Source: an optimization exercise on an open RTL-to-GDS flow (aim: small area and a short achievable clock period). Production flows keep margins and buffers that such runs may drop. At most, simulation tests tie the RTL to the original design; equivalence was not proved. No functional check of the RTL was part of run 1. No activity file was given, so power comes from the tool's default toggle rates.

File: flow/design.v
module simd_mem_arbiter #(
    parameter int ADDR_WIDTH     = 64,
    parameter int DATA_WIDTH     = 64,
    parameter int VEC_DATA_WIDTH = 512,
    parameter int TIMEOUT_CYCLES = 1024
) (
    input  logic                      CLK,
    input  logic                      RESET,
    input  logic                      S_REQ,
    input  logic                      S_WE,
    input  logic [ADDR_WIDTH-1:0]     S_ADDR,
    input  logic [DATA_WIDTH-1:0]     S_WDATA,
    input  logic [DATA_WIDTH/8-1:0]   S_WMASK,
    output logic [DATA_WIDTH-1:0]     S_RDATA,
    output logic                      S_ACK,
    input  logic                      V_REQ,
    input  logic                      V_WE,
    input  logic [ADDR_WIDTH-1:0]     V_ADDR,
    input  logic [VEC_DATA_WIDTH-1:0] V_WDATA,
    output logic [VEC_DATA_WIDTH-1:0] V_RDATA,
    output logic                      V_ACK,
    output logic                      M_REQ,
    output logic                      M_WE,
    output logic [ADDR_WIDTH-1:0]     M_ADDR,
    output logic [DATA_WIDTH-1:0]     M_WDATA,
    output logic [DATA_WIDTH/8-1:0]   M_WMASK,
    input  logic                      M_ACK,
    input  logic [DATA_WIDTH-1:0]     M_RDATA,
    output logic                      BUSY
);
    localparam int BEATS  = VEC_DATA_WIDTH / DATA_WIDTH;
    localparam int BYTES  = DATA_WIDTH / 8;
    localparam int BEAT_W = $clog2(BEATS);
    localparam int OFF_W  = $clog2(BYTES);
    localparam int AW     = ADDR_WIDTH - OFF_W;
    logic              busy_q, mreq_q, sack_q, vack_q;
    logic              idle_q;
    logic              prefer_vec, owner_vec;
    logic [BEAT_W-1:0] beat;
    logic              we_q;
    logic [BYTES-1:0]  wmask_q;
    logic [AW-1:0]     addr_q;
    logic [VEC_DATA_WIDTH-1:0] line_q;
    logic idle, accept, grant_vec, beat_done, last_done, line_hold;
    assign idle      = idle_q;
    assign accept    = idle && (S_REQ || V_REQ);
    assign grant_vec = V_REQ && (!S_REQ || prefer_vec);
    assign beat_done = mreq_q && M_ACK;
    assign last_done = beat_done && (!owner_vec || beat == BEAT_W'(BEATS - 1));
    always_ff @(posedge CLK or posedge RESET) begin
        if (RESET) begin
            busy_q     <= 1'b0;
            idle_q     <= 1'b1;
            mreq_q     <= 1'b0;
            sack_q     <= 1'b0;
            vack_q     <= 1'b0;
            prefer_vec <= 1'b0;
        end else begin
            busy_q <= accept || mreq_q;
            idle_q <= !(accept || mreq_q);
            mreq_q <= accept || (mreq_q && !last_done);
            sack_q <= last_done && !owner_vec;
            vack_q <= last_done && owner_vec;
            if (accept)
                prefer_vec <= !grant_vec;
        end
    end
    always_ff @(posedge CLK) begin
        if (idle) begin
            owner_vec <= grant_vec;
            we_q      <= grant_vec ? V_WE : S_WE;
            wmask_q   <= grant_vec ? '1 : S_WMASK;
        end
    end
    always_ff @(posedge CLK) begin
        beat   <= idle ? '0 : beat + BEAT_W'(beat_done);
    end
    logic [AW-1:0] addr_load, addr_inc;
    assign addr_load = grant_vec ? V_ADDR[ADDR_WIDTH-1:OFF_W] : S_ADDR[ADDR_WIDTH-1:OFF_W];
    localparam int HW = AW - BEAT_W;
    localparam int HB = 8;
    localparam int NB = (HW + HB - 1) / HB;
    logic [NB-1:0] below_ones_q, below_ones_d;
    logic [HW-1:0] hi_load, hi_q, hi_inc;
    logic          mid_wrap;
    assign hi_load  = addr_load[AW-1:BEAT_W];
    assign hi_q     = addr_q[AW-1:BEAT_W];
    assign mid_wrap = &addr_q[BEAT_W-1:0];
    always_comb begin
        below_ones_d[0] = 1'b1;
        for (int b = 1; b < NB; b++)
            below_ones_d[b] = below_ones_d[b-1] && (&hi_load[(b-1)*HB +: HB]);
    end
    always_ff @(posedge CLK)
        if (idle)
            below_ones_q <= below_ones_d;
    always_comb begin
        for (int i = 0; i < HW; i++) begin
            logic run;
            run = mid_wrap && below_ones_q[i / HB];
            for (int j = (i / HB) * HB; j < i; j++)
                run = run && hi_q[j];
            hi_inc[i] = hi_q[i] ^ run;
        end
    end
    assign addr_inc = {hi_inc, addr_q[BEAT_W-1:0] + BEAT_W'(1)};
    assign line_hold = !idle && !beat_done;
    always_ff @(posedge CLK)
        addr_q <= ({AW{idle}} & addr_load)
                | ({AW{beat_done}} & addr_inc)
                | ({AW{line_hold}} & addr_q);
    localparam int W = DATA_WIDTH;
    logic                      shift_q;
    logic [VEC_DATA_WIDTH-1:0] line_load;
    logic [W-1:0]              slot0_next;
    logic                      wr_step, rd_cap, s0_hold, mid_hold, s7_hold;
    always_ff @(posedge CLK or posedge RESET)
        if (RESET)
            shift_q <= 1'b0;
        else
            shift_q <= beat_done;
    assign line_load  = {V_WDATA[VEC_DATA_WIDTH-1:W], grant_vec ? V_WDATA[W-1:0] : S_WDATA};
    assign slot0_next = shift_q ? line_q[3*W-1:2*W] : line_q[2*W-1:W];
    assign wr_step    = beat_done && we_q;
    assign rd_cap     = beat_done && !we_q;
    assign s0_hold    = !idle && !wr_step && !(shift_q && !we_q);
    assign mid_hold   = !idle && !shift_q;
    assign s7_hold    = !idle && !rd_cap;
    always_ff @(posedge CLK) begin
        line_q[W-1:0] <= ({W{idle}} & line_load[W-1:0])
                       | ({W{wr_step}} & slot0_next)
                       | ({W{shift_q && !we_q}} & line_q[2*W-1:W])
                       | ({W{s0_hold}} & line_q[W-1:0]);
        line_q[7*W-1:W] <= ({6*W{idle}} & line_load[7*W-1:W])
                         | ({6*W{shift_q}} & line_q[8*W-1:2*W])
                         | ({6*W{mid_hold}} & line_q[7*W-1:W]);
        line_q[8*W-1:7*W] <= ({W{idle}} & line_load[8*W-1:7*W])
                           | ({W{rd_cap}} & M_RDATA)
                           | ({W{s7_hold}} & line_q[8*W-1:7*W]);
    end
    assign BUSY    = busy_q;
    assign M_REQ   = mreq_q;
    assign S_ACK   = sack_q;
    assign V_ACK   = vack_q;
    assign M_WE    = we_q;
    assign M_WMASK = wmask_q;
    assign M_ADDR  = {addr_q, {OFF_W{1'b0}}};
    assign M_WDATA = line_q[DATA_WIDTH-1:0];
    assign S_RDATA = line_q[VEC_DATA_WIDTH-1 -: DATA_WIDTH];
    assign V_RDATA = line_q;
endmodule
File: flow/flow/run.sh
#!/bin/bash
# Standard ORFS layout, with these changes: ports are buffered with buf_1 instead of the delay
# buffer buffer_ports picks by default; pins may sit one routing track apart so that a compact
# die has room for all 1500 of them; the clock pin is placed first, with a clear band around it.
set -euo pipefail
bash standard.sh \
  'BUFFER_PORTS_ARGS=-buffer_cell sky130_fd_sc_hd__buf_1' \
  "PRE_IO_PLACEMENT_TCL=$PWD/flow/pre_io.tcl" \
  'PLACE_PINS_ARGS=-min_distance 1 -min_distance_in_tracks -corner_avoidance 5 -exclude left:128-142' \
  finish > standard.log 2>&1
File: flow/flow/pre_io.tcl
# Put the clock pin in the middle of the left edge and keep other pins 7 um clear of it,
# so its wider clock wiring has room.
place_pin -pin_name CLK -layer met3 -location {0 135} -force_to_die_boundary
File: flow/standard.sh
#!/bin/bash
# synth_recipe.tcl (not shown) runs the flow's synth.tcl, then flattens the netlist and writes it again
# the make line also repeats each setting of config.mk as NAME=value (left out here)
make -C /OpenROAD-flow-scripts/flow DESIGN_CONFIG=/design/flow/config.mk WORK_HOME=/design/flow/orfs CLKGATE_MAP_FILE= SYNTH_SCRIPT=/design/flow/synth_recipe.tcl "${@:-finish}"
File: flow/config.mk
export PLATFORM = sky130hd
export DESIGN_NAME = simd_mem_arbiter
export DESIGN_NICKNAME = simd_mem_arbiter
export VERILOG_FILES = /design/flow/design.v
export SDC_FILE = /design/flow/constraint.sdc
export NUM_CORES = 4
export LEC_CHECK = 0
export CAP_MARGIN = 20
export CORE_AREA = 5 5 265 265
export DIE_AREA = 0 0 270 270
export PLACE_DENSITY = 0.7
export SETUP_SLACK_MARGIN = 2.7
export SLEW_MARGIN = 20
File: flow/constraint.sdc
create_clock -name core_clock -period 5.0 [get_ports {CLK}]
set_input_delay 1.0000 -clock core_clock [delete_from_list [all_inputs] [get_ports {CLK}]]
set_output_delay 1.0000 -clock core_clock [all_outputs]
set_load 0.01 [all_outputs]
==> results of run 1 <==
[cells in the final DEF (no fill, tap or decap), types with 8 or more instances in the layout]
cell type	count
a21oi_1	56
a221o_1	52
a222oi_1	64
a22oi_1	448
buf_1	1401
buf_12	9
buf_2	61
buf_4	19
clkbuf_1	13
clkbuf_16	73
clkbuf_2	23
clkbuf_8	17
clkinv_2	8
dfxtp_1	517
dfxtp_2	54
diode_2	122
edfxtp_1	17
ha_4	51
mux2i_1	70
nand2_1	1019
nand2b_1	9
nand4_1	24
nor2_1	11
o21ai_1	66
[cells by family after synthesis]
kind of cell | Yosys count
buffers and inverters | 356
other | 1
and+or+nand+nor | 1104
xor gates and xnor gates | 1
adders and majority gates | 54
DFF | 600
muxes | 73
AOI/OAI and AO/OA | 713
[where the power goes]
part / total [W] / internal (W) / leakage [nW] / switching, W
logic: 0.0121 / 0.00392 / 7.97 / 0.00821
clock network: 0.00515 / 0.00300 / 1.11 / 0.00215
registers: 0.0107 / 0.00749 / 5.10 / 0.00318
total: 0.0280 / 0.0144 / 14.2 / 0.0135
[routing by layer]
layer  vias up  GRT usage, %  part of all wire (%)
met5         -         0.921                  0.13
met4        28          37.9                    11
met3       711          16.9                    13
met2      2539          56.0                    41
met1     14000          44.7                    35
li1      12900             -                     -
[worst min path at each step]
stage / startpoint / to / slack, ns / depth (start not counted)
floorplan: owner_vec / sack_q / 0.43 / 1
CTS: RESET / vack_q / 0.32 / 2
global route: RESET / sack_q / 0.35 / 2
finish: RESET / mreq_q / 0.34 / 2
global placement: owner_vec / sack_q / 0.44 / 1
detailed placement: owner_vec / sack_q / 0.44 / 1
[repair_timing]
item,in CTS,in global routing
endpoints found under the setup margin,327,152
setup buffers,4,3
resized for setup,158,49
gates cloned,0,2
pin swaps,15,10
[stage by stage]
| step | worst slack (ns) | hold slack (ns) |
|---|---|---|
| finish | 2.56 | 0.342 |
| CTS | 2.54 | 0.320 |
| floorplan | 2.63 | 0.429 |
| global placement | 1.66 | 0.444 |
| global route | 2.53 | 0.350 |
| detailed placement | 1.60 | 0.442 |
[final cells by class]
type / instances / area share (%)
Clock buffer: 102 / 6.11
Multi-Input combinational cell: 1950 / 34.9
Sequential cell: 600 / 36.1
Tap cell: 873 / 3.20
Timing Repair Buffer: 1526 / 18.1
Clock inverter: 19 / 0.536
Antenna cell: 122 / 0.895
Inverter: 7 / 0.114
[state kept, by name, indices dropped and copies added (netlist names), 3 cells and up]
signal and cells:
addr_q 61, beat 3, below_ones_q 7, line_q 512
wmask_q 8
==> flow_metrics.env, run 1 <==
export IMPL_first_iter_violations=4317
export IMPL_wl_microns=158000
export IMPL_crit_type="reg2reg"
export IMPL_hpwl_microns=122000
export IMPL_final_core_util_pct=50.8
export IMPL_status="complete, no violations"
export IMPL_rr_endpoint="addr_q[57]"
export IMPL_n_fill_cell=6799
export IMPL_via_per_inst=5.79
export IMPL_synth_top_cell_by_area="dfxtp_1"
export IMPL_drive_gt1_share_pct=9.13
export IMPL_synthCells=2902
export IMPL_startpoint="addr_q[1]"
export IMPL_fp_dieH_microns=270
export IMPL_min_path_type="in2async"
export IMPL_syn_cell_area_sq_mm=0.0254
export IMPL_die_x_microns=270
export IMPL_cts_buffer_depth=3
export IMPL_synth_area_leaders="dfxtp_1, nand2_1, a22oi_1"
export IMPL_hold_buffers=0
export IMPL_setup_viol=0
export IMPL_drv_cap=0
export IMPL_finalClockSkew_ns=0.0323
export IMPL_cp_slowest_stage_delay_ns=0.34
export IMPL_drc=0
export IMPL_drv_slew=0
export IMPL_grt_overflow_total=0
export IMPL_worst_pin_slew_ns=1.32
export IMPL_synth_top_family_by_area="compound AO/OA/AOI/OAI gates"
export IMPL_p_total_w=0.0280
export IMPL_synthAdderAreaFrac_pct=2.66
export IMPL_cp_max_fo=8
export IMPL_antenna_found_initial=128
export IMPL_fin_tns_setup_ns=0
export IMPL_numCtsBuffers=69
export IMPL_endpoint="addr_q[57]"
export IMPL_peakVddDrop_uv=505
export IMPL_crit_slowest_cell="dfxtp_2"
export IMPL_clk_pin_slew_ns=0.06
export IMPL_synth_edff_count=17
export IMPL_r2r_cells=11
export IMPL_worstSetupPathDepth=11
export IMPL_routedWlPerCell_microns=30.4
export IMPL_stdcell_area_sq_mm=0.0341
export IMPL_ys_flop_type="dfxtp_1"
export IMPL_synthXorXnorAreaFrac_pct=0.0345
export IMPL_critPathArrivalTime_ns=2.93
export IMPL_clk_latency_ns=0.61
export IMPL_yosys_mux_area_fraction_pct=2.89
export IMPL_power_density_mw_per_mm2=820
export IMPL_cp_top_family="adder cells"
export IMPL_pin_count=1499
export IMPL_relSlewSlack_pct=11.7
export IMPL_final_cells=5199
export IMPL_crit_path_start_kind="register"
export IMPL_grt_max_degree=215
export IMPL_grt_pass1_vias=27800
export IMPL_grt_pass1_wl_microns=211000
export IMPL_yosysMostFrequentCell="nand2_1"
export IMPL_ys_seq_area_share_pct=48.2
export IMPL_gp_congestion=1.14
export IMPL_synth_area_per_cell_sq_um=8.74
export IMPL_async_reset_ff_share_pct=1.17
export IMPL_hold_viol_final=0
export IMPL_fin_crit_sh_pct=48.9
export IMPL_nets=4991
export IMPL_rsz0062_at_grt="yes"
export IMPL_start_util_pct=37.8
export IMPL_grt_use_total_pct=39.8
export IMPL_cts_tree="yes"
export IMPL_cp_end_kind="register"
export IMPL_synthSimpleGateAreaFrac_pct=17.1
export IMPL_area_delta_synth_final_pct=34.5
export IMPL_reg2reg_slack_ns=2.56
export IMPL_vias=30100
export IMPL_yosys_area_top_type_share_pct=45.5
export IMPL_synth_compound_area_share_pct=21.1
export IMPL_core_sq_mm=0.0672
export IMPL_numPortBuffers=1490
export IMPL_path_buf_inv=0
export IMPL_die_area_sq_mm=0.0729
export IMPL_ff_latch_area_sq_mm=0.0123
export IMPL_placementRows=95
export IMPL_required_ns=5.49
export IMPL_synth_seq_cells=600
export IMPL_synth_distinct_cells=48
export IMPL_synth_warnings=1
export IMPL_placed_area_sq_mm=0.0310
export IMPL_root_buffer="clkbuf_16"
export IMPL_yosys_top_cells_count="nand2_1, dfxtp_1, a22oi_1"
export IMPL_drtAntennaViolNets=0
export IMPL_worstReg2RegStart="addr_q[1]"
export IMPL_cpMostUsedCell="ha_4"
export IMPL_leakage_nw=14.2
export IMPL_max_freq_ghz=0.409
export IMPL_cts_sinks=600
export IMPL_placedCellCount=4947
export IMPL_multiInputGateArea_sq_mm=0.0119
export IMPL_crit_chain="ha_4, ha_4, and2_4, ha_4, ha_4, ha_4, ha_4, ha_4, ha_4, ha_4, a221o_1"
export IMPL_h_tree_depth=3
export IMPL_period_minus_slack_ns=2.44
export IMPL_first_pass_iters=9
==> inputs of run 2 (changes only) <==
--- a/flow/design.v
+++ b/flow/design.v
@@ -96,9 +96,10 @@
             below_ones_q <= below_ones_d;
+    logic [NB*HB-1:0] hi_pad;
+    assign hi_pad = (NB*HB)'(hi_q);
     always_comb begin
         for (int i = 0; i < HW; i++) begin
-            logic run;
-            run = mid_wrap && below_ones_q[i / HB];
-            for (int j = (i / HB) * HB; j < i; j++)
-                run = run && hi_q[j];
-            hi_inc[i] = hi_q[i] ^ run;
+            logic [HB-1:0] below_in_blk;
+            below_in_blk = HB'((1 << (i % HB)) - 1);
+            hi_inc[i] = hi_q[i] ^ (mid_wrap && below_ones_q[i / HB]
+                                   && (&(hi_pad[(i / HB) * HB +: HB] | ~below_in_blk)));
         end
--- a/flow/config.mk
+++ b/flow/config.mk
@@ -9,2 +9,4 @@
 export CORE_AREA = 5 5 265 265
+export CTS_CLUSTER_DIAMETER = 60
+export CTS_CLUSTER_SIZE = 20
 export DIE_AREA = 0 0 270 270
==> flow_metrics.env, run 2 <==
export IMPL_numCtsBuffers=49
export IMPL_drv_slew=0
export IMPL_power_density_mw_per_mm2=839
export IMPL_via_per_inst=5.96
export IMPL_final_cell_mix="buf_1, nand2_1, dfxtp_1"
export IMPL_pin_count=1499
export IMPL_cts_tree="yes"
export IMPL_use_met1_pct=51.3
export IMPL_grt_overflow_total=0
export IMPL_antenna_found_initial=160
export IMPL_peakVddDrop_uv=559
export IMPL_hpwl_microns=142000
export IMPL_first_pass_iters=10
export IMPL_grt_pass1_vias=28100
export IMPL_clk_pin_slew_ns=0.09
export IMPL_routedWlPerCell_microns=34.7
export IMPL_cp_slowest_stage_delay_ns=0.45
export IMPL_r2r_cells=3
export IMPL_synth_warnings=1
export IMPL_cp_top_family="flip-flops"
export IMPL_grt_max_degree=184
export IMPL_synth_area_leaders="dfxtp_1, nand2_1, a22oi_1"
export IMPL_numPortBuffers=1490
export IMPL_drc=0
export IMPL_layout_cells_most_common="buf_1"
export IMPL_yosysMostFrequentCell="nand2_1"
export IMPL_fin_tns_setup_ns=0
export IMPL_nets=4977
export IMPL_async_reset_ff_share_pct=1.17
export IMPL_drv_cap=0
export IMPL_top_usage_layer="met2"
export IMPL_drive_gt1_share_pct=10.9
export IMPL_cp_end_kind="output pin"
export IMPL_worst_pin_slew_ns=1.06
export IMPL_syn_cell_area_sq_mm=0.0253
export IMPL_hold_viol_final=0
export IMPL_setup_viol=0
export IMPL_finalClockSkew_ns=0.0344
export IMPL_ys_seq_area_share_pct=48.4
export IMPL_max_flop_register="line_q"
export IMPL_synth_area_per_cell_sq_um=8.61
export IMPL_crit_path_start_kind="register"
export IMPL_crit_type="reg2out"
export IMPL_grt_use_total_pct=46.8
export IMPL_yosys_top_cells_count="nand2_1, dfxtp_1, a22oi_1"
export IMPL_stdcell_area_sq_mm=0.0332
export IMPL_gp_congestion=1.12
export IMPL_clk_latency_ns=0.64
export IMPL_h_tree_depth=2
export IMPL_die_area_sq_mm=0.0729
export IMPL_relSlewSlack_pct=29.6
export IMPL_status="complete, no violations"
export IMPL_path_buf_inv=1
export IMPL_cp_max_fo=3
export IMPL_first_iter_violations=5065
export IMPL_hold_ws_ns=0.283
export IMPL_synth_seq_cells=600
export IMPL_grt_pass1_wl_microns=241000
export IMPL_crit_slowest_cell="dfxtp_1"
export IMPL_reg_top3="line_q (512), addr_q (61), wmask_q (8)"
export IMPL_placementRows=95
export IMPL_min_path_type="in2async"
export IMPL_fin_crit_sh_pct=46.3
export IMPL_largest_reg_flops=512
export IMPL_hold_buffers=0
export IMPL_synth_edff_count=17
export IMPL_grtUsageMet2_pct=65.2
export IMPL_cts_buffer_depth=3
export IMPL_vias=31100
export IMPL_area_delta_synth_final_pct=31.5
export IMPL_critPathArrivalTime_ns=1.31
export IMPL_fp_dieH_microns=270
export IMPL_die_x_microns=270
export IMPL_max_freq_ghz=0.432
export IMPL_reg2reg_slack_ns=2.78
export IMPL_rr_endpoint="line_q[352]"
export IMPL_synth_distinct_cells=56
export IMPL_crit_chain="buf_1"
export IMPL_core_sq_mm=0.0672
export IMPL_grt_use_met3_pct=22.1
export IMPL_synth_top_cell_by_area="dfxtp_1"
export IMPL_root_buffer="clkbuf_16"
export IMPL_yosys_area_top_type_share_pct=45.6
export IMPL_drtAntennaViolNets=0
export IMPL_ys_flop_type="dfxtp_1"
export IMPL_rsz0062_at_grt="yes"
export IMPL_worstReg2RegStart="shift_q"
export IMPL_wl_microns=181000
export IMPL_required_ns=4.00
export IMPL_placed_area_sq_mm=0.0305
export IMPL_cts_sinks=600
export IMPL_start_util_pct=37.6
export IMPL_period_minus_slack_ns=2.31
export IMPL_leakage_nw=14.1
export IMPL_synthCells=2935
-- run 2: changes by cell type in the layout (fill, tap and decap cells not counted), moves of 30 or more --
cell	change
mux2i_1	+30
o21ai_0	+39
nand2_1	-47
dfxtp_1	-54
dfxtp_2	+49
buf_1	-87
buf_2	+67
ha_4	-50
a221o_1	-37
-- run 2: worst register-to-register path: stages, from the launching register on --
cell and delay, ns:
dfrtp_4 0.66, buf_12 0.59, a22oi_1 0.76, nand2_1 0.14
-- run 2: final cells by class --
cell class              count  area [sq um]
well taps                 873          1090
clock inverters            35           399
repair buffers           1540          6450
diodes                    132           330
inverters                  12          52.6
fillers                  6877         33900
clock buffers              53          1240
multi-input cells        1979         11300
flip-flops and latches    600         12400
-- run 2: what timing repair did --
action / 4_1_cts / 5_1_grt
setup buffers: 10 / 10
resized for setup: 275 / 78
gates cloned: 3 / 0
endpoints found under the hold margin: 0 / 0
endpoints found under the setup margin: 483 / 268
pin swaps: 3 / 2
-- run 2: metal layers --
layer | vias to the layer above | routed length, microns
met5 | - | 431
met4 | 58 | 22100
met3 | 828 | 24000
met2 | 2752 | 73800
met1 | 14500 | 61000
li1 | 13000 | -
-- run 2: worst max-delay path by stage --
stage,start,to,cells past startpoint
floorplan,M_ACK,beat[1],7
finish,line_q[107],V_RDATA[107],1
global placement,M_ACK,line_q[51],8
detailed placement,M_ACK,line_q[51],8
global route,line_q[298],V_RDATA[298],1
CTS,line_q[378],V_RDATA[378],1
-- run 2: metrics by stage --
| step | power [W] | worst slack, ns | util [%] | std cells |
|---|---|---|---|---|
| 3_3_place_gp | 0.0222 | 1.68 | 45.4 | 4981 |
| 2_1_floorplan | 0.0164 | 2.71 | - | 2937 |
| 3_5_place_dp | 0.0223 | 1.63 | 45.4 | 4981 |
| 5_1_grt | 0.0289 | 2.67 | 49.3 | 5186 |
| 6_report | 0.0279 | 2.69 | 49.5 | 5224 |
| 4_1_cts | 0.0270 | 2.70 | 48.7 | 5082 |
-- run 2: cells by family after synthesis --
group | after synthesis | share of synthesized area, %
compound gates | 733 | 21.3
xor+xnor | 2 | 0.0694
fa+ha+maj | 12 | 0.594
buf+inv | 360 | 7.49
flops | 600 | 48.4
mux | 108 | 4.32
other cells | 1 | 0.0148
simple gates | 1119 | 17.8
-- run 2: power by group --
group / total (W) / internal [W] / leakage (nW) / switching [W]
Sequential: 0.0109 / 0.00754 / 5.11 / 0.00334
Combinational: 0.0128 / 0.00407 / 8.16 / 0.00872
Clock: 0.00420 / 0.00201 / 0.806 / 0.00218
==> inputs of run 3 (changes only) <==
--- a/flow/flow/run.sh
+++ b/flow/flow/run.sh
@@ -8,3 +8,3 @@
   "PRE_IO_PLACEMENT_TCL=$PWD/flow/pre_io.tcl" \
-  'PLACE_PINS_ARGS=-min_distance 1 -min_distance_in_tracks -corner_avoidance 5 -exclude left:128-142' \
+  'PLACE_PINS_ARGS=-min_distance 1 -min_distance_in_tracks -corner_avoidance 5 -exclude left:123-137' \
   finish > standard.log 2>&1
==> flow/flow/pre_io.tcl (replaced) <==
# Put the clock pin in the middle of the left edge and keep other pins 7 um clear of it,
# so its wider clock wiring has room.
place_pin -pin_name CLK -layer met3 -location {0 130} -force_to_die_boundary
--- a/flow/config.mk
+++ b/flow/config.mk
@@ -8,6 +8,6 @@
 export CAP_MARGIN = 20
-export CORE_AREA = 5 5 265 265
+export CORE_AREA = 5 5 255 255
 export CTS_CLUSTER_DIAMETER = 60
 export CTS_CLUSTER_SIZE = 20
-export DIE_AREA = 0 0 270 270
+export DIE_AREA = 0 0 260 260
 export PLACE_DENSITY = 0.7
==> flow_metrics.env, run 3 <==
export IMPL_status="complete, no violations"
export IMPL_hold_ws_ns=0.306
export IMPL_cp_slowest_stage_delay_ns=0.38
export IMPL_synth_top_family_by_area="compound AO/OA/AOI/OAI gates"
export IMPL_die_x_microns=260
export IMPL_peakVddDrop_uv=547
export IMPL_synthSimpleGateAreaFrac_pct=17.8
export IMPL_area_delta_synth_final_pct=30.4
export IMPL_fin_tns_setup_ns=0
export IMPL_p_sw_share_pct=50.0
export IMPL_async_reset_ff_share_pct=1.17
export IMPL_yosys_area_top_type_share_pct=45.6
export IMPL_gp_congestion=1.17
export IMPL_use_met1_pct=49.4
export IMPL_root_buffer="clkbuf_16"
export IMPL_vias=31300
export IMPL_power_density_mw_per_mm2=819
export IMPL_period_minus_slack_ns=2.33
export IMPL_setup_ws_ns=2.67
export IMPL_antenna_found_initial=145
export IMPL_pin_count=1499
export IMPL_n_fill_cell=6126
export IMPL_first_iter_violations=5644
export IMPL_synth_warnings=1
export IMPL_grt_pass1_wl_microns=211000
export IMPL_layout_cells_most_common="buf_1"
export IMPL_grt_use_total_pct=43.6
export IMPL_max_flop_register="line_q"
export IMPL_cts_buffer_depth=3
export IMPL_via_per_inst=6.04
export IMPL_numCtsBuffers=45
export IMPL_hold_buffers=0
export IMPL_worstReg2RegStart="idle_q"
export IMPL_combPwrFrac_pct=45.3
export IMPL_synth_distinct_cells=56
export IMPL_rr_endpoint="line_q[97]"
export IMPL_synthAdderAreaFrac_pct=0.594
export IMPL_cp_end_kind="output pin"
export IMPL_relSlewSlack_pct=31.7
export IMPL_synth_area_per_cell_sq_um=8.61
export IMPL_pre_cts_ws_ns=1.54
export IMPL_multiInputGateArea_sq_mm=0.0113
export IMPL_pwr_share_clk_pct=14.9
export IMPL_fin_crit_sh_pct=46.5
export IMPL_reg2reg_slack_ns=2.70
export IMPL_crit_path_start_kind="register"
export IMPL_drtAntennaViolNets=0
export IMPL_grtUsageMet2_pct=58.2
export IMPL_h_tree_depth=2
export IMPL_critPathArrivalTime_ns=1.33
export IMPL_synthXorXnorAreaFrac_pct=0.0693
export IMPL_top_usage_layer="met2"
export IMPL_synth_compound_area_share_pct=21.3
export IMPL_placementRows=91
export IMPL_core_sq_mm=0.0618
export IMPL_ys_seq_area_share_pct=48.4
export IMPL_required_ns=4.00
export IMPL_final_cells=5184
export IMPL_seqPwrFrac_pct=39.8
export IMPL_r2r_cells=5
export IMPL_rsz0062_at_grt="no"
export IMPL_fp_dieH_microns=260
export IMPL_largest_reg_flops=512
export IMPL_wl_microns=161000
export IMPL_ys_flop_type="dfxtp_1"
export IMPL_hpwl_microns=124000
export IMPL_grt_pass1_vias=27500
export IMPL_synth_top_cell_by_area="dfxtp_1"
export IMPL_first_pass_iters=17
export IMPL_synth_seq_cells=600
export IMPL_p_int_w=0.0135
export IMPL_crit_chain="buf_1"
export IMPL_finalClockSkew_ns=0.0441
export IMPL_cp_max_fo=3
export IMPL_leakage_nw=13.8
export IMPL_cts_sinks=600
export IMPL_yosys_top_cells_count="nand2_1, dfxtp_1, a22oi_1"
export IMPL_drc=0
export IMPL_setup_viol=0
export IMPL_power_switching_w=0.0135
export IMPL_crit_type="reg2out"
export IMPL_drv_cap=0
export IMPL_drive_gt1_share_pct=8.14
export IMPL_final_cell_mix="buf_1, nand2_1, dfxtp_1"
export IMPL_die_area_sq_mm=0.0676
export IMPL_start_util_pct=40.9
export IMPL_placedCellCount=4943
export IMPL_crit_slowest_cell="dfxtp_1"
export IMPL_cp_top_family="flip-flops"
export IMPL_path_buf_inv=1
export IMPL_synthCells=2935
export IMPL_reg_top3="line_q (512), addr_q (61), wmask_q (8)"
export IMPL_clk_pin_slew_ns=0.09
export IMPL_cts_tree="yes"
export IMPL_nets=4973
export IMPL_clk_latency_ns=0.63
export IMPL_grt_use_met3_pct=19.8
export IMPL_min_path_type="in2async"
export IMPL_ff_latch_area_sq_mm=0.0123
export IMPL_grt_max_degree=185
export IMPL_hold_viol_final=0
export IMPL_synth_edff_count=17
export IMPL_yosysMostFrequentCell="nand2_1"
export IMPL_syn_cell_area_sq_mm=0.0253
export IMPL_drv_slew=0
export IMPL_numPortBuffers=1490
export IMPL_max_freq_ghz=0.430
export IMPL_worst_pin_slew_ns=1.02
export IMPL_grt_overflow_total=0
export IMPL_yosys_mux_area_fraction_pct=4.32
export IMPL_routedWlPerCell_microns=31.0
export IMPL_synth_area_leaders="dfxtp_1, nand2_1, a22oi_1"
run 3: metrics by stage:
| step | power [W] | utilization [%] | instance area (sq um) |
|---|---|---|---|
| final | 0.0270 | 53.3 | 33000 |
| after CTS | 0.0260 | 52.4 | 32400 |
| after global placement | 0.0215 | 49.2 | 30400 |
| after floorplan | 0.0164 | - | 25300 |
| after detailed placement | 0.0217 | 49.2 | 30400 |
| after global routing | 0.0279 | 53.2 | 32900 |
run 3: repair_timing:
action,CTS,global route
pin swaps,1,3
gates resized for setup,164,62
endpoints found under the setup margin,674,359
gates cloned,3,2
buffers inserted,8,12
run 3: worst max-delay path by stage:
stage                     start           end  slack, ns  cells after the start
detailed placement        S_REQ    line_q[47]       1.54                      7
CTS                       S_REQ    line_q[47]       2.70                      7
finish              line_q[389]  V_RDATA[389]       2.67                      1
global route              M_ACK    line_q[48]       2.69                      8
global placement          S_REQ    line_q[47]       1.61                      7
floorplan                 M_ACK       beat[1]       2.71                      7
run 3: cell type report:
type / count / area share [%]
antenna: 133 / 1.01
clock buffer: 56 / 3.73
clock inverter: 27 / 1.07
inverter: 12 / 0.182
multi-input combinational: 1980 / 34.1
sequential: 600 / 37.4
tap: 837 / 3.18
timing repair buffer: 1539 / 19.3
run 3: power groups by stage:
stage               clock [W]  combinational [W]  sequential (W)
global route          0.00420             0.0129          0.0108
CTS                   0.00401             0.0116          0.0105
detailed placement          0             0.0111          0.0105
finish                0.00403             0.0122          0.0107
floorplan                   0            0.00603          0.0104
global placement            0             0.0110          0.0105
run 3: cells by family after synthesis:
group / after synthesis
compound gates: 733
other cells: 1
fa+ha+maj: 12
simple gates: 1119
xor+xnor: 2
buf+inv: 360
mux: 108
flops: 600
run 3: metal layers:
layer	part of all wire (%)	vias to the layer above	wire [microns]
li1	-	13000	-
met1	33	14200	53700
met3	14	990	23200
met4	13	36	20300
met5	0.21	-	341
met2	39	3062	63300
==> inputs of run 4 (changes only) <==
--- a/flow/flow/run.sh
+++ b/flow/flow/run.sh
@@ -8,3 +8,3 @@
   "PRE_IO_PLACEMENT_TCL=$PWD/flow/pre_io.tcl" \
-  'PLACE_PINS_ARGS=-min_distance 1 -min_distance_in_tracks -corner_avoidance 5 -exclude left:123-137' \
+  'PLACE_PINS_ARGS=-min_distance 1 -min_distance_in_tracks -corner_avoidance 5 -exclude left:133-147' \
   finish > standard.log 2>&1
==> flow/flow/pre_io.tcl (replaced) <==
# Put the clock pin in the middle of the left edge and keep other pins 7 um clear of it,
# so its wider clock wiring has room.
place_pin -pin_name CLK -layer met3 -location {0 140} -force_to_die_boundary
--- a/flow/config.mk
+++ b/flow/config.mk
@@ -8,6 +8,6 @@
 export CAP_MARGIN = 20
-export CORE_AREA = 5 5 255 255
+export CORE_AREA = 5 5 275 275
 export CTS_CLUSTER_DIAMETER = 60
 export CTS_CLUSTER_SIZE = 20
-export DIE_AREA = 0 0 260 260
+export DIE_AREA = 0 0 280 280
 export PLACE_DENSITY = 0.7
==> flow_metrics.env, run 4 <==
export IMPL_synth_top_family_by_area="compound AO/OA/AOI/OAI gates"
export IMPL_area_delta_synth_final_pct=33.5
export IMPL_max_flop_register="line_q"
export IMPL_crit_chain="buf_6"
export IMPL_cp_top_family="flip-flops"
export IMPL_drive_gt1_share_pct=12.5
export IMPL_final_cells=5309
export IMPL_hpwl_microns=133000
export IMPL_crit_type="reg2out"
export IMPL_largest_reg_flops=512
export IMPL_numPortBuffers=1490
export IMPL_drc=0
export IMPL_synth_distinct_cells=56
export IMPL_yosys_mux_area_fraction_pct=4.32
export IMPL_grt_pass1_wl_microns=222000
export IMPL_drv_slew=0
export IMPL_clk_pin_slew_ns=0.08
export IMPL_synthSimpleGateAreaFrac_pct=17.8
export IMPL_synth_top_cell_by_area="dfxtp_1"
export IMPL_via_per_inst=5.81
export IMPL_synth_area_per_cell_sq_um=8.61
export IMPL_hold_viol_final=0
export IMPL_fp_dieH_microns=280
export IMPL_routedWlPerCell_microns=31.9
export IMPL_antenna_found_initial=135
export IMPL_crit_slowest_cell="edfxtp_1"
export IMPL_crit_path_start_kind="register"
export IMPL_worst_pin_slew_ns=1.06
export IMPL_setup_viol=0
export IMPL_first_iter_violations=4485
export IMPL_grt_overflow_total=0
export IMPL_max_freq_ghz=0.429
export IMPL_numCtsBuffers=54
export IMPL_grt_use_total_pct=39.7
export IMPL_synthCells=2935
export IMPL_nets=4986
export IMPL_first_pass_iters=8
export IMPL_critPathArrivalTime_ns=1.33
export IMPL_status="complete, no violations"
export IMPL_async_reset_ff_share_pct=1.17
export IMPL_pin_count=1499
export IMPL_h_tree_depth=2
export IMPL_cts_buffer_depth=3
export IMPL_gp_congestion=1.15
export IMPL_clk_latency_ns=0.66
export IMPL_wl_microns=169000
export IMPL_hold_buffers=0
export IMPL_final_cell_mix="buf_1, nand2_1, a22oi_1"
export IMPL_finalClockSkew_ns=0.0408
export IMPL_min_path_type="in2async"
export IMPL_cts_sinks=600
export IMPL_placementRows=99
export IMPL_start_util_pct=34.8
export IMPL_synth_area_leaders="dfxtp_1, nand2_1, a22oi_1"
export IMPL_ys_seq_area_share_pct=48.4
export IMPL_peakVddDrop_uv=463
export IMPL_synthXorXnorAreaFrac_pct=0.0693
export IMPL_layout_cells_most_common="buf_1"
export IMPL_ys_flop_type="dfxtp_1"
export IMPL_synth_warnings=1
export IMPL_synth_seq_cells=600
export IMPL_fin_tns_setup_ns=0
export IMPL_cp_slowest_stage_delay_ns=0.52
export IMPL_synth_edff_count=17
export IMPL_reg_top3="line_q (512), addr_q (61), wmask_q (8)"
export IMPL_yosys_area_top_type_share_pct=45.6
export IMPL_synth_compound_area_share_pct=21.3
export IMPL_cp_max_fo=2
export IMPL_period_minus_slack_ns=2.33
export IMPL_die_area_sq_mm=0.0784
export IMPL_drv_cap=0
export IMPL_vias=30800
export IMPL_path_buf_inv=1
export IMPL_cts_tree="yes"
export IMPL_fin_crit_sh_pct=46.6
export IMPL_syn_cell_area_sq_mm=0.0253
export IMPL_placedCellCount=5066
export IMPL_cp_end_kind="output pin"
export IMPL_required_ns=4.00
export IMPL_grt_pass1_vias=27700
export IMPL_core_sq_mm=0.0726
export IMPL_power_density_mw_per_mm2=831
export IMPL_leakage_nw=14.4
export IMPL_drtAntennaViolNets=0
export IMPL_yosysMostFrequentCell="nand2_1"
export IMPL_grt_max_degree=185
export IMPL_yosys_top_cells_count="nand2_1, dfxtp_1, a22oi_1"
export IMPL_rsz0062_at_grt="yes"
export IMPL_relSlewSlack_pct=29.2
export IMPL_root_buffer="clkbuf_16"
export IMPL_n_fill_cell=7435
export IMPL_synthAdderAreaFrac_pct=0.594
export IMPL_die_x_microns=280
==> run 4: cell counts after synthesis <==
No cell type changed its count.
==> run 4: final cells by class <==
| type | count | area (sq um) | share of cell area [%] |
|---|---|---|---|
| clock inverters | 41 | 566 | 1.68 |
| flip-flops and latches | 600 | 12400 | 36.8 |
| well taps | 959 | 1200 | 3.56 |
| inverters | 12 | 55.1 | 0.163 |
| multi-input cells | 1980 | 11300 | 33.4 |
| diodes | 113 | 283 | 0.838 |
| clock buffers | 61 | 1460 | 4.33 |
| repair buffers | 1543 | 6480 | 19.2 |
==> run 4: worst paths after layout <==
check                             from     endpoint  slack [ns]  depth (start not counted)
max                               we_q         M_WE        2.67                          1
min                              RESET       vack_q        0.28                          2
max reg2reg                     idle_q  line_q[294]        2.76                          5
min reg2reg                line_q[124]   line_q[60]        0.45                          2
max in group asynchronous        RESET       idle_q        4.42                          2
min in group core_clock    line_q[124]   line_q[60]        0.45                          2
==> run 4: logic make-up after synthesis <==
logic type               Yosys count
multiplexers                     108
XOR/XNOR                           2
buffers and inverters            360
AO/OA/AOI/OAI                    733
AND/OR/NAND/NOR                 1119
adder cells (fa/ha/maj)           12
flip-flops                       600
other                              1
==> run 4: per-layer routing <==
metal  track usage [%]  share of wire, %  vias up
li1                  -                 -    13000
met1              46.1                34    14300
met2              54.4                40     2636
met3              19.6                15      783
met4              32.3                11       48
met5              3.54              0.22        -
==> run 4: what timing repair did <==
item | in CTS | in global routing
pin swaps | 4 | 3
gates resized for setup | 314 | 80
gates cloned | 3 | 1
buffers inserted | 7 | 17
endpoints found under the setup margin | 770 | 241
==> run 4: power by group <==
part	switching [W]	total [W]	internal, W
clock network	0.00235	0.00478	0.00243
logic	0.00849	0.0126	0.00408
registers	0.00312	0.0107	0.00756
total	0.0140	0.0280	0.0141
==> run 4: per-stage QoR <==
stage               util, %  hold WS [ns]  total power (W)  setup slack [ns]  instance area (sq um)
detailed placement     42.1         0.447           0.0220              1.73                  30500
finish                 46.5         0.278           0.0280              2.67                  33700
floorplan                 -         0.429           0.0164              2.71                  25300
global route           46.3         0.274           0.0291              2.68                  33600
CTS                    45.7         0.252           0.0273              2.67                  33200
global placement       42.1         0.439           0.0218              1.72                  30500

==> re-timing with driven ports <==
In the flow no input, the clock included, has a driving cell. The finished layouts below were timed again as built, in two steps.
Step 1, drivers: a clkbuf_16 drives CLK and a buf_2 each remaining input, both assumed.
Step 2 moves the port delays by t, midway between the first and last clock arrival at a register: inputs arrive t later, outputs are due t later. That takes back most of the time a late clock gives input paths.
Slacks: no drivers / after step 1 / after step 2; pairs: no drivers / after step 1.
run	t (ns)	setup WS [ns]	worst hold slack (ns)	worst setup path after step 2	slew at the worst register clock pin (ns)
run 1	0.641	2.557 / 2.552 / 1.911	0.342 / 0.322 / 0.452	input to register	0.07 / 0.07
run 2	0.665	2.686 / 2.636 / 2.052	0.283 / 0.283 / 0.460	input to register	0.09 / 0.09
run 3	0.653	2.673 / 2.624 / 2.106	0.306 / 0.283 / 0.459	input to register	0.09 / 0.09
run 4	0.682	2.668 / 2.621 / 2.061	0.278 / 0.262 / 0.448	input to register	0.09 / 0.09
After both steps every run listed still meets setup and hold. The setup slack of run 1, which loses most, moves by -0.005 ns with the drivers and by -0.646 ns with both steps.
